Context: an optimization exercise on an open-source flow, tuned for small area and a short achievable clock period. The choices shown serve that exercise and are no tape-out recipe. Only simulation tests tie the RTL to the original design; equivalence was not proved.

==> run X: inputs <==
==> flow/design.v <==
package cacheGeomPkg;
	typedef logic [5-1:0] lineIndex;
	typedef logic [3-1:0] wordSel;
	typedef logic [23-1:0] tagValue;
	typedef struct packed {
		tagValue tag;
		lineIndex index;
		wordSel word;
		logic byteSel;
	} addrFields;
	typedef enum logic [3:0] {
		stReset = 4'd0,
		stSweep = 4'd1,
		stIdle = 4'd2,
		stLookup = 4'd3,
		stFillReq = 4'd4,
		stCasWait1 = 4'd5,
		stCasWait2 = 4'd6,
		stBurstFill = 4'd7,
		stFillDone = 4'd8,
		stWriteThru = 4'd9,
		stHitHold = 4'd10
	} seqState;
endpackage
package m68kBusPkg;
	typedef logic [32-1:0] busAddr;
	typedef logic [16-1:0] busWord;
	typedef enum logic {
		accWrite = 1'b0,
		accRead = 1'b1
	} accessKind;
endpackage
module cacheSequencer (
	input logic Clock,
	input logic Reset_L,
	input logic AS_L,
	input logic UDS_L,
	input logic LDS_L,
	input logic WE_L,
	input logic DramSelect,
	input m68kBusPkg::busAddr CpuAddr,
	input logic DramDtack_L,
	input logic CAS_Dram_L,
	input logic RAS_Dram_L,
	output logic DtackToCpu_L,
	output logic DramSel_L,
	output logic DramAS_L,
	output logic DramUDS_L,
	output logic DramLDS_L,
	output logic DramWE_L,
	output m68kBusPkg::busAddr DramAddr,
	output cacheGeomPkg::lineIndex SweepIndex,
	output logic SweepClear,
	output logic TagWrite,
	output logic PhaseWrite,
	output logic ValidSet,
	output logic ValidClear,
	output logic DataWrite,
	output logic Idle,
	output logic CaptureBurst,
	input logic Hit
);
	logic sRst, sSwp, sIdl, sLkp, sFrq, sCw1, sCw2, sBur, sFdn, sWt, sHh;
	logic hitQ;
	cacheGeomPkg::lineIndex count;
	cacheGeomPkg::addrFields cpuFields;
	logic cycleEnd;
	logic readCas;
	logic start;
	logic sweepLast;
	logic burstLast;
	assign cpuFields = cacheGeomPkg::addrFields'(CpuAddr);
	assign cycleEnd = AS_L || !DramSelect;
	assign readCas = !CAS_Dram_L && RAS_Dram_L;
	assign start = !AS_L && DramSelect;
	assign sweepLast = count == cacheGeomPkg::lineIndex'(32 - 1);
	assign burstLast = count[3-1:0] == cacheGeomPkg::wordSel'(8 - 1);
	always_ff @(posedge Clock or negedge Reset_L) begin
		if (!Reset_L) begin
			sRst <= 1'b1;
			sSwp <= 1'b0;
			sIdl <= 1'b0;
			sLkp <= 1'b0;
			sFrq <= 1'b0;
			sCw1 <= 1'b0;
			sCw2 <= 1'b0;
			sBur <= 1'b0;
			sFdn <= 1'b0;
			sWt <= 1'b0;
			sHh <= 1'b0;
			count <= '0;
		end else begin
			sRst <= 1'b0;
			sSwp <= sRst || (sSwp && !sweepLast);
			sIdl <= (sSwp && sweepLast) || (sIdl && !start) ||
				((sHh || sFdn || sWt) && cycleEnd);
			sLkp <= sIdl && start && WE_L;
			sWt <= (sIdl && start && !WE_L) || (sWt && !cycleEnd);
			sHh <= (sLkp && hitQ) || (sHh && !cycleEnd);
			sFrq <= (sLkp && !hitQ) || (sFrq && !readCas);
			sCw1 <= sFrq && readCas;
			sCw2 <= sCw1;
			sBur <= sCw2 || (sBur && !burstLast);
			sFdn <= (sBur && burstLast) || (sFdn && !cycleEnd);
			if (sRst || sCw2)
				count <= '0;
			else
				count <= count + cacheGeomPkg::lineIndex'(1);
		end
	end
	always_ff @(posedge Clock)
		hitQ <= Hit;
	assign DtackToCpu_L = sWt ? DramDtack_L : !((sLkp && hitQ) || sHh || sFdn);
	assign DramSel_L = !((sLkp && !hitQ) || sFrq || sCw1 || sCw2 || sBur || sWt);
	assign DramAddr = {CpuAddr[32-1:4], sWt ? CpuAddr[3:0] : 4'b0};
	assign DramAS_L = AS_L;
	assign DramWE_L = WE_L;
	assign DramUDS_L = UDS_L && sWt;
	assign DramLDS_L = LDS_L && sWt;
	assign SweepIndex = count;
	assign SweepClear = sSwp;
	assign TagWrite = sFdn;
	assign ValidSet = sFdn;
	assign ValidClear = sWt;
	assign DataWrite = sBur;
	assign PhaseWrite = sBur && burstLast;
	assign Idle = sIdl;
	assign CaptureBurst = sBur && (count[3-1:0] == cpuFields.word);
endmodule
module cacheTagStore (
	input logic Clock,
	input cacheGeomPkg::lineIndex LookupIndex,
	input cacheGeomPkg::lineIndex SweepIndex,
	input cacheGeomPkg::tagValue CpuTag,
	input logic TagWrite,
	input logic PhaseWrite,
	input cacheGeomPkg::wordSel PhaseValue,
	input logic SweepClear,
	input logic ValidSet,
	input logic ValidClear,
	output logic Hit,
	output cacheGeomPkg::wordSel LinePhase
);
	cacheGeomPkg::tagValue tagMem [32];
	cacheGeomPkg::wordSel phaseMem [32];
	logic [32-1:0] validMem;
	always_ff @(posedge Clock) begin
		for (int l = 0; l < 32; l++) begin
			if (TagWrite && LookupIndex == cacheGeomPkg::lineIndex'(l))
				tagMem[l] <= CpuTag;
			if (PhaseWrite && LookupIndex == cacheGeomPkg::lineIndex'(l))
				phaseMem[l] <= PhaseValue;
			if (SweepClear && SweepIndex == cacheGeomPkg::lineIndex'(l))
				validMem[l] <= 1'b0;
			else if (ValidSet && LookupIndex == cacheGeomPkg::lineIndex'(l))
				validMem[l] <= 1'b1;
			else if (ValidClear && LookupIndex == cacheGeomPkg::lineIndex'(l))
				validMem[l] <= 1'b0;
		end
	end
	assign Hit = validMem[LookupIndex] && (tagMem[LookupIndex] == CpuTag);
	assign LinePhase = phaseMem[LookupIndex];
endmodule
module cacheDataStore (
	input logic Clock,
	input m68kBusPkg::busWord DramDataIn,
	input cacheGeomPkg::lineIndex LookupIndex,
	input logic DataWrite,
	input cacheGeomPkg::wordSel ReadPos,
	output m68kBusPkg::busWord ReadWord
);
	m68kBusPkg::busWord ring [32][8];
	m68kBusPkg::busWord lineWords [8];
	always_ff @(posedge Clock) begin
		for (int l = 0; l < 32; l++) begin
			for (int k = 0; k < 8 - 1; k++)
				ring[l][k] <= ring[l][k + 1];
			if (DataWrite && LookupIndex == cacheGeomPkg::lineIndex'(l))
				ring[l][8 - 1] <= DramDataIn;
			else
				ring[l][8 - 1] <= ring[l][0];
		end
	end
	always_comb begin
		for (int k = 0; k < 8; k++)
			lineWords[k] = ring[LookupIndex][k];
	end
	assign ReadWord = lineWords[ReadPos];
endmodule
module m68kCacheTop (
	input logic Clock,
	input logic Reset_L,
	input logic AS_L,
	input logic UDS_L,
	input logic LDS_L,
	input logic WE_L,
	input logic DramSelect,
	input m68kBusPkg::busAddr CpuAddr,
	input m68kBusPkg::busWord CpuDataIn,
	output m68kBusPkg::busWord CpuDataOut,
	output logic DtackToCpu_L,
	output logic DramSel_L,
	output logic DramAS_L,
	output logic DramUDS_L,
	output logic DramLDS_L,
	output logic DramWE_L,
	output m68kBusPkg::busAddr DramAddr,
	output m68kBusPkg::busWord DramDataOut,
	input m68kBusPkg::busWord DramDataIn,
	input logic DramDtack_L,
	input logic CAS_Dram_L,
	input logic RAS_Dram_L
);
	cacheGeomPkg::addrFields cpuFields;
	cacheGeomPkg::lineIndex sweepIndex;
	logic sweepClear;
	logic tagWrite;
	logic phaseWrite;
	logic validSet;
	logic validClear;
	logic dataWrite;
	logic idle;
	logic captureBurst;
	logic hit;
	cacheGeomPkg::wordSel linePhase;
	cacheGeomPkg::wordSel readPos;
	m68kBusPkg::busWord readWord;
	cacheGeomPkg::wordSel ringPhase;
	m68kBusPkg::busWord dataQ;
	assign cpuFields = cacheGeomPkg::addrFields'(CpuAddr);
	assign DramDataOut = CpuDataIn;
	always_ff @(posedge Clock or negedge Reset_L) begin
		if (!Reset_L)
			ringPhase <= '0;
		else
			ringPhase <= ringPhase + cacheGeomPkg::wordSel'(1);
	end
	assign readPos = cpuFields.word + linePhase - ringPhase;
	always_ff @(posedge Clock) begin
		if (idle)
			dataQ <= readWord;
		else if (captureBurst)
			dataQ <= DramDataIn;
	end
	assign CpuDataOut = dataQ;
	cacheSequencer seq0 (
		.Clock(Clock),
		.Reset_L(Reset_L),
		.AS_L(AS_L),
		.UDS_L(UDS_L),
		.LDS_L(LDS_L),
		.WE_L(WE_L),
		.DramSelect(DramSelect),
		.CpuAddr(CpuAddr),
		.DramDtack_L(DramDtack_L),
		.CAS_Dram_L(CAS_Dram_L),
		.RAS_Dram_L(RAS_Dram_L),
		.DtackToCpu_L(DtackToCpu_L),
		.DramSel_L(DramSel_L),
		.DramAS_L(DramAS_L),
		.DramUDS_L(DramUDS_L),
		.DramLDS_L(DramLDS_L),
		.DramWE_L(DramWE_L),
		.DramAddr(DramAddr),
		.SweepIndex(sweepIndex),
		.SweepClear(sweepClear),
		.TagWrite(tagWrite),
		.PhaseWrite(phaseWrite),
		.ValidSet(validSet),
		.ValidClear(validClear),
		.DataWrite(dataWrite),
		.Idle(idle),
		.CaptureBurst(captureBurst),
		.Hit(hit)
	);
	cacheTagStore tags0 (
		.Clock(Clock),
		.LookupIndex(cpuFields.index),
		.SweepIndex(sweepIndex),
		.CpuTag(cpuFields.tag),
		.TagWrite(tagWrite),
		.PhaseWrite(phaseWrite),
		.PhaseValue(ringPhase + cacheGeomPkg::wordSel'(1)),
		.SweepClear(sweepClear),
		.ValidSet(validSet),
		.ValidClear(validClear),
		.Hit(hit),
		.LinePhase(linePhase)
	);
	cacheDataStore data0 (
		.Clock(Clock),
		.DramDataIn(DramDataIn),
		.LookupIndex(cpuFields.index),
		.DataWrite(dataWrite),
		.ReadPos(readPos),
		.ReadWord(readWord)
	);
endmodule
==> flow/run.sh <==
#!/bin/bash
# synth_recipe.tcl (not shown) runs the flow's synth.tcl, then flattens the netlist and writes it again
# the make line also repeats each setting of config.mk as NAME=value (left out here)
make -C /OpenROAD-flow-scripts/flow DESIGN_CONFIG=/design/flow/config.mk WORK_HOME=/design/flow/orfs CLKGATE_MAP_FILE= SYNTH_SCRIPT=/design/flow/synth_recipe.tcl finish
==> flow/config.mk <==
export PLATFORM = sky130hd
export DESIGN_NAME = m68kCacheTop
export DESIGN_NICKNAME = m68kCacheTop
export VERILOG_FILES = /design/flow/design.v
export SDC_FILE = /design/flow/constraint.sdc
export NUM_CORES = 4
export LEC_CHECK = 0
export CAP_MARGIN = 20
export CORE_MARGIN = 2
export CORE_UTILIZATION = 45
export SLEW_MARGIN = 20
==> flow/constraint.sdc <==
create_clock -name core_clock -period 10.0 [get_ports {Clock}]
set_input_delay 2.0000 -clock core_clock [delete_from_list [all_inputs] [get_ports {Clock}]]
set_output_delay 2.0000 -clock core_clock [all_outputs]
set_load 0.01 [all_outputs]
==> run H (differences from run X) <==
==> flow/design.v, changed modules only <==
module cacheSequencer (
	input logic Clock,
	input logic Reset_L,
	input logic AS_L,
	input logic UDS_L,
	input logic LDS_L,
	input logic WE_L,
	input logic DramSelect,
	input m68kBusPkg::busAddr CpuAddr,
	input logic DramDtack_L,
	input logic CAS_Dram_L,
	input logic RAS_Dram_L,
	output logic DtackToCpu_L,
	output logic DramSel_L,
	output logic DramAS_L,
	output logic DramUDS_L,
	output logic DramLDS_L,
	output logic DramWE_L,
	output m68kBusPkg::busAddr DramAddr,
	output cacheGeomPkg::lineIndex SweepIndex,
	output logic SweepClear,
	output logic EntryWrite,
	output logic PhaseWrite,
	output logic ValidSet,
	output logic ValidClear,
	output logic DataWrite,
	output logic Idle,
	output logic CaptureBurst,
	input logic Hit
);
	logic sRst, sSwp, sIdl, sLkp, sFrq, sCw1, sCw2, sBur, sFdn, sWt, sHh;
	logic hitQ;
	logic selStatesQ;
	logic dtackStatesQ;
	logic nWt, nHh, nFrq, nCw1, nCw2, nBur, nFdn;
	cacheGeomPkg::lineIndex count;
	cacheGeomPkg::addrFields cpuFields;
	logic cycleEnd;
	logic readCas;
	logic start;
	logic sweepLast;
	logic burstLast;
	assign cpuFields = cacheGeomPkg::addrFields'(CpuAddr);
	assign cycleEnd = AS_L || !DramSelect;
	assign readCas = !CAS_Dram_L && RAS_Dram_L;
	assign start = !AS_L && DramSelect;
	assign sweepLast = count == cacheGeomPkg::lineIndex'(32 - 1);
	assign burstLast = count[3-1:0] == cacheGeomPkg::wordSel'(8 - 1);
	assign nWt = (sIdl && start && !WE_L) || (sWt && !cycleEnd);
	assign nHh = (sLkp && hitQ) || (sHh && !cycleEnd);
	assign nFrq = (sLkp && !hitQ) || (sFrq && !readCas);
	assign nCw1 = sFrq && readCas;
	assign nCw2 = sCw1;
	assign nBur = sCw2 || (sBur && !burstLast);
	assign nFdn = (sBur && burstLast) || (sFdn && !cycleEnd);
	always_ff @(posedge Clock or negedge Reset_L) begin
		if (!Reset_L) begin
			sRst <= 1'b1;
			sSwp <= 1'b0;
			sIdl <= 1'b0;
			sLkp <= 1'b0;
			sFrq <= 1'b0;
			sCw1 <= 1'b0;
			sCw2 <= 1'b0;
			sBur <= 1'b0;
			sFdn <= 1'b0;
			sWt <= 1'b0;
			sHh <= 1'b0;
			selStatesQ <= 1'b0;
			dtackStatesQ <= 1'b0;
			count <= '0;
		end else begin
			sRst <= 1'b0;
			sSwp <= sRst || (sSwp && !sweepLast);
			sIdl <= (sSwp && sweepLast) || (sIdl && !start) ||
				((sHh || sFdn || sWt) && cycleEnd);
			sLkp <= sIdl && start && WE_L;
			sWt <= nWt;
			sHh <= nHh;
			sFrq <= nFrq;
			sCw1 <= nCw1;
			sCw2 <= nCw2;
			sBur <= nBur;
			sFdn <= nFdn;
			selStatesQ <= nFrq || nCw1 || nCw2 || nBur || nWt;
			dtackStatesQ <= nHh || nFdn;
			if (sRst || sCw2)
				count <= '0;
			else
				count <= count + cacheGeomPkg::lineIndex'(1);
		end
	end
	always_ff @(posedge Clock)
		hitQ <= Hit;
	assign DtackToCpu_L = sWt ? DramDtack_L : !((sLkp && hitQ) || dtackStatesQ);
	assign DramSel_L = !((sLkp && !hitQ) || selStatesQ);
	assign DramAddr = {CpuAddr[32-1:4], sWt ? CpuAddr[3:0] : 4'b0};
	assign DramAS_L = AS_L;
	assign DramWE_L = WE_L;
	assign DramUDS_L = UDS_L && sWt;
	assign DramLDS_L = LDS_L && sWt;
	assign SweepIndex = count;
	assign SweepClear = sSwp;
	assign EntryWrite = sBur;
	assign PhaseWrite = sBur && burstLast;
	assign ValidSet = sFdn;
	assign ValidClear = sWt;
	assign DataWrite = sBur;
	assign Idle = sIdl;
	assign CaptureBurst = sBur && (count[3-1:0] == cpuFields.word);
endmodule
module cacheTagStore (
	input logic Clock,
	input logic Reset_L,
	input cacheGeomPkg::lineIndex LookupIndex,
	input cacheGeomPkg::lineIndex SweepIndex,
	input cacheGeomPkg::tagValue CpuTag,
	input logic EntryWrite,
	input logic PhaseWrite,
	input logic SweepClear,
	input logic ValidSet,
	input logic ValidClear,
	output logic Hit,
	output cacheGeomPkg::wordSel LinePhase,
	output cacheGeomPkg::wordSel RingPhase,
	output logic [8-1:0] PhaseHot
);
	localparam int EW = 23;
	localparam int NR = 32 / 8;
	logic [EW-1:0] ring [NR][8];
	logic [32-1:0] validMem;
	cacheGeomPkg::wordSel phaseMem [32];
	cacheGeomPkg::wordSel ringPhase;
	logic [1:0] ringSel;
	logic [8-1:0] phaseHot;
	logic [8-1:0] lowHot;
	logic [8-1:0] slotHot;
	logic [EW-1:0] entry;
	logic [EW-1:0] newEntry;
	logic atPort;
	always_ff @(posedge Clock or negedge Reset_L) begin
		if (!Reset_L)
			ringPhase <= '0;
		else
			ringPhase <= ringPhase + cacheGeomPkg::wordSel'(1);
	end
	assign RingPhase = ringPhase;
	assign PhaseHot = phaseHot;
	assign ringSel = LookupIndex[4:3];
	always_comb begin
		for (int k = 0; k < 8; k++) begin
			phaseHot[k] = ringPhase == cacheGeomPkg::wordSel'(k);
			lowHot[k] = LookupIndex[2:0] == cacheGeomPkg::wordSel'(k);
		end
		for (int k = 0; k < 8; k++) begin
			slotHot[k] = 1'b0;
			for (int j = 0; j < 8; j++)
				slotHot[k] = slotHot[k] | (phaseHot[j] & lowHot[(j + k) % 8]);
		end
	end
	assign newEntry = CpuTag;
	assign atPort = EntryWrite && |(lowHot & phaseHot);
	always_ff @(posedge Clock) begin
		for (int r = 0; r < NR; r++) begin
			for (int k = 0; k < 8 - 1; k++)
				ring[r][k] <= ring[r][k + 1];
			if (atPort && ringSel == 2'(r))
				ring[r][8 - 1] <= newEntry;
			else
				ring[r][8 - 1] <= ring[r][0];
		end
	end
	always_ff @(posedge Clock) begin
		for (int l = 0; l < 32; l++)
			if (PhaseWrite && LookupIndex == cacheGeomPkg::lineIndex'(l))
				phaseMem[l] <= ringPhase + cacheGeomPkg::wordSel'(1);
	end
	always_ff @(posedge Clock) begin
		for (int l = 0; l < 32; l++) begin
			if (SweepClear && SweepIndex == cacheGeomPkg::lineIndex'(l))
				validMem[l] <= 1'b0;
			else if (ValidSet && LookupIndex == cacheGeomPkg::lineIndex'(l))
				validMem[l] <= 1'b1;
			else if (ValidClear && LookupIndex == cacheGeomPkg::lineIndex'(l))
				validMem[l] <= 1'b0;
		end
	end
	always_comb begin
		entry = '0;
		for (int r = 0; r < NR; r++)
			for (int k = 0; k < 8; k++)
				entry = entry | (ring[r][k] & {EW{ringSel == 2'(r) && slotHot[k]}});
	end
	assign Hit = validMem[LookupIndex] && (entry == CpuTag);
	always_comb begin
		LinePhase = '0;
		for (int l = 0; l < 32; l++)
			LinePhase = LinePhase |
				(phaseMem[l] & {3{LookupIndex == cacheGeomPkg::lineIndex'(l)}});
	end
endmodule
module cacheDataStore (
	input logic Clock,
	input m68kBusPkg::busWord DramDataIn,
	input cacheGeomPkg::lineIndex LookupIndex,
	input logic DataWrite,
	input logic [8-1:0] ReadPos,
	output m68kBusPkg::busWord ReadWord
);
	m68kBusPkg::busWord ring [32][8];
	m68kBusPkg::busWord lineWords [8];
	always_ff @(posedge Clock) begin
		for (int l = 0; l < 32; l++) begin
			for (int k = 0; k < 8 - 1; k++)
				ring[l][k] <= ring[l][k + 1];
			if (DataWrite && LookupIndex == cacheGeomPkg::lineIndex'(l))
				ring[l][8 - 1] <= DramDataIn;
			else
				ring[l][8 - 1] <= ring[l][0];
		end
	end
	always_comb begin
		for (int k = 0; k < 8; k++) begin
			lineWords[k] = '0;
			for (int l = 0; l < 32; l++)
				lineWords[k] = lineWords[k] |
					(ring[l][k] & {16{LookupIndex == cacheGeomPkg::lineIndex'(l)}});
		end
	end
	always_comb begin
		ReadWord = '0;
		for (int k = 0; k < 8; k++)
			ReadWord = ReadWord | (lineWords[k] & {16{ReadPos[k]}});
	end
endmodule
module m68kCacheTop (
	input logic Clock,
	input logic Reset_L,
	input logic AS_L,
	input logic UDS_L,
	input logic LDS_L,
	input logic WE_L,
	input logic DramSelect,
	input m68kBusPkg::busAddr CpuAddr,
	input m68kBusPkg::busWord CpuDataIn,
	output m68kBusPkg::busWord CpuDataOut,
	output logic DtackToCpu_L,
	output logic DramSel_L,
	output logic DramAS_L,
	output logic DramUDS_L,
	output logic DramLDS_L,
	output logic DramWE_L,
	output m68kBusPkg::busAddr DramAddr,
	output m68kBusPkg::busWord DramDataOut,
	input m68kBusPkg::busWord DramDataIn,
	input logic DramDtack_L,
	input logic CAS_Dram_L,
	input logic RAS_Dram_L
);
	cacheGeomPkg::addrFields cpuFields;
	cacheGeomPkg::lineIndex sweepIndex;
	logic sweepClear;
	logic entryWrite;
	logic phaseWrite;
	logic validSet;
	logic validClear;
	logic dataWrite;
	logic idle;
	logic captureBurst;
	logic hit;
	logic [8-1:0] readPos;
	cacheGeomPkg::wordSel linePhase;
	cacheGeomPkg::wordSel ringPhase;
	logic [8-1:0] phaseHot;
	logic [8-1:0] wordHot;
	logic [8-1:0] offsetHot;
	logic [8-1:0] lineHot;
	m68kBusPkg::busWord readWord;
	m68kBusPkg::busWord dataQ;
	assign cpuFields = cacheGeomPkg::addrFields'(CpuAddr);
	assign DramDataOut = CpuDataIn;
	always_comb begin
		for (int k = 0; k < 8; k++) begin
			wordHot[k] = cpuFields.word == cacheGeomPkg::wordSel'(k);
			lineHot[k] = linePhase == cacheGeomPkg::wordSel'(k);
		end
		for (int k = 0; k < 8; k++) begin
			offsetHot[k] = 1'b0;
			for (int j = 0; j < 8; j++)
				offsetHot[k] = offsetHot[k] | (phaseHot[j] & wordHot[(j + k) % 8]);
		end
		for (int p = 0; p < 8; p++) begin
			readPos[p] = 1'b0;
			for (int j = 0; j < 8; j++)
				readPos[p] = readPos[p] | (lineHot[j] & offsetHot[(p - j + 8) % 8]);
		end
	end
	always_ff @(posedge Clock) begin
		if (idle)
			dataQ <= readWord;
		else if (captureBurst)
			dataQ <= DramDataIn;
	end
	assign CpuDataOut = dataQ;
	cacheSequencer seq0 (
		.Clock(Clock),
		.Reset_L(Reset_L),
		.AS_L(AS_L),
		.UDS_L(UDS_L),
		.LDS_L(LDS_L),
		.WE_L(WE_L),
		.DramSelect(DramSelect),
		.CpuAddr(CpuAddr),
		.DramDtack_L(DramDtack_L),
		.CAS_Dram_L(CAS_Dram_L),
		.RAS_Dram_L(RAS_Dram_L),
		.DtackToCpu_L(DtackToCpu_L),
		.DramSel_L(DramSel_L),
		.DramAS_L(DramAS_L),
		.DramUDS_L(DramUDS_L),
		.DramLDS_L(DramLDS_L),
		.DramWE_L(DramWE_L),
		.DramAddr(DramAddr),
		.SweepIndex(sweepIndex),
		.SweepClear(sweepClear),
		.EntryWrite(entryWrite),
		.PhaseWrite(phaseWrite),
		.ValidSet(validSet),
		.ValidClear(validClear),
		.DataWrite(dataWrite),
		.Idle(idle),
		.CaptureBurst(captureBurst),
		.Hit(hit)
	);
	cacheTagStore tags0 (
		.Clock(Clock),
		.Reset_L(Reset_L),
		.LookupIndex(cpuFields.index),
		.SweepIndex(sweepIndex),
		.CpuTag(cpuFields.tag),
		.EntryWrite(entryWrite),
		.PhaseWrite(phaseWrite),
		.SweepClear(sweepClear),
		.ValidSet(validSet),
		.ValidClear(validClear),
		.Hit(hit),
		.LinePhase(linePhase),
		.RingPhase(ringPhase),
		.PhaseHot(phaseHot)
	);
	cacheDataStore data0 (
		.Clock(Clock),
		.DramDataIn(DramDataIn),
		.LookupIndex(cpuFields.index),
		.DataWrite(dataWrite),
		.ReadPos(readPos),
		.ReadWord(readWord)
	);
endmodule
==> flow/flow/run.sh (new file) <==
#!/bin/bash
set -euo pipefail
echo "export SETUP_SLACK_MARGIN = 5.7" >> config.mk
export SETUP_SLACK_MARGIN=5.7
bash standard.sh > flow_make.log 2>&1
==> flow/standard.sh (new file) <==
#!/bin/bash
# synth_recipe.tcl (not shown) runs the flow's synth.tcl, then flattens the netlist and writes it again
# the make line also repeats each setting of config.mk as NAME=value (left out here)
make -C /OpenROAD-flow-scripts/flow DESIGN_CONFIG=/design/flow/config.mk WORK_HOME=/design/flow/orfs CLKGATE_MAP_FILE= SYNTH_SCRIPT=/design/flow/synth_recipe.tcl "${@:-finish}"
Settings changed: ABC_CLOCK_PERIOD_IN_PS set to 3000, CORE_UTILIZATION 45 to 60, CTS_BUF_LIST set to sky130_fd_sc_hd__clkbuf_8, CTS_CLUSTER_DIAMETER set to 50, CTS_CLUSTER_SIZE set to 16, SETUP_SLACK_MARGIN set to 5.7.
removed: flow/run.sh
==> comparison table <==
| item | run H | run X |
|---|---|---|
| Outcome | timing/DRC/antenna clean | timing/DRC/antenna clean |
| Die outline width | 489 microns | 578 microns |
| Effective utilization at floorplan | 60.2% | 45.3% |
| Sequential share of cell area | 64.0% | 63.5% |
| FFs w/ async S/R, synth | 0.420% | 0.380% |
| Area of the mapped netlist | 0.141 sq mm | 0.148 sq mm |
| Sequential element share of the synthesized area | 71.6% | 73.2% |
| Multiplexer fraction of the synthesized cell area | 5.66% | 5.27% |
| GRT Total Usage | 44.2% | 38.8% |
| Number of library cell types mapped by synthesis | 93 | 97 |
| Initial antenna violation count | 42 | 78 |
| Fraction of layout cells with a size suffix above 1 | 18.3% | 16.3% |
| Critical-path cell with the highest stage delay | sky130_fd_sc_hd__or4_4 | sky130_fd_sc_hd__nand2_2 |
| Post-DP HPWL | 329000 microns | 425000 microns |
| Pin count of the biggest net entering global routing | 104 | 85 |

afterwards: timing with drivers on the ports:
The flow's constraints put no driver on any port. The routed layouts listed below were extracted and timed again, unchanged, in two steps.
Step 1, drivers: a clkbuf_16 drives Clock and a buf_2 each remaining input, both assumed.
Step 2 times the ports against the registers' clock, not the clock port: input delays grow and output delays shrink by t, the midpoint of the rising clock arrivals with the driver on.
Three values: ideal, step 1, step 2; two values: the first two.
| run | t (ns) | setup WS [ns] | worst slew at a driven data input, ns | cell pins on the clock port's net |
|---|---|---|---|---|
| run X | 1.118 | 1.442 / 1.533 / 0.416 | 0.18 | 1 |
| run H | 1.220 | 5.436 / 5.297 / 4.078 | 0.44 | 1 |
After both steps every run listed still meets setup and hold. The setup slack of run H, which loses most, moves by -0.139 ns with the drivers and by -1.358 ns with both steps.
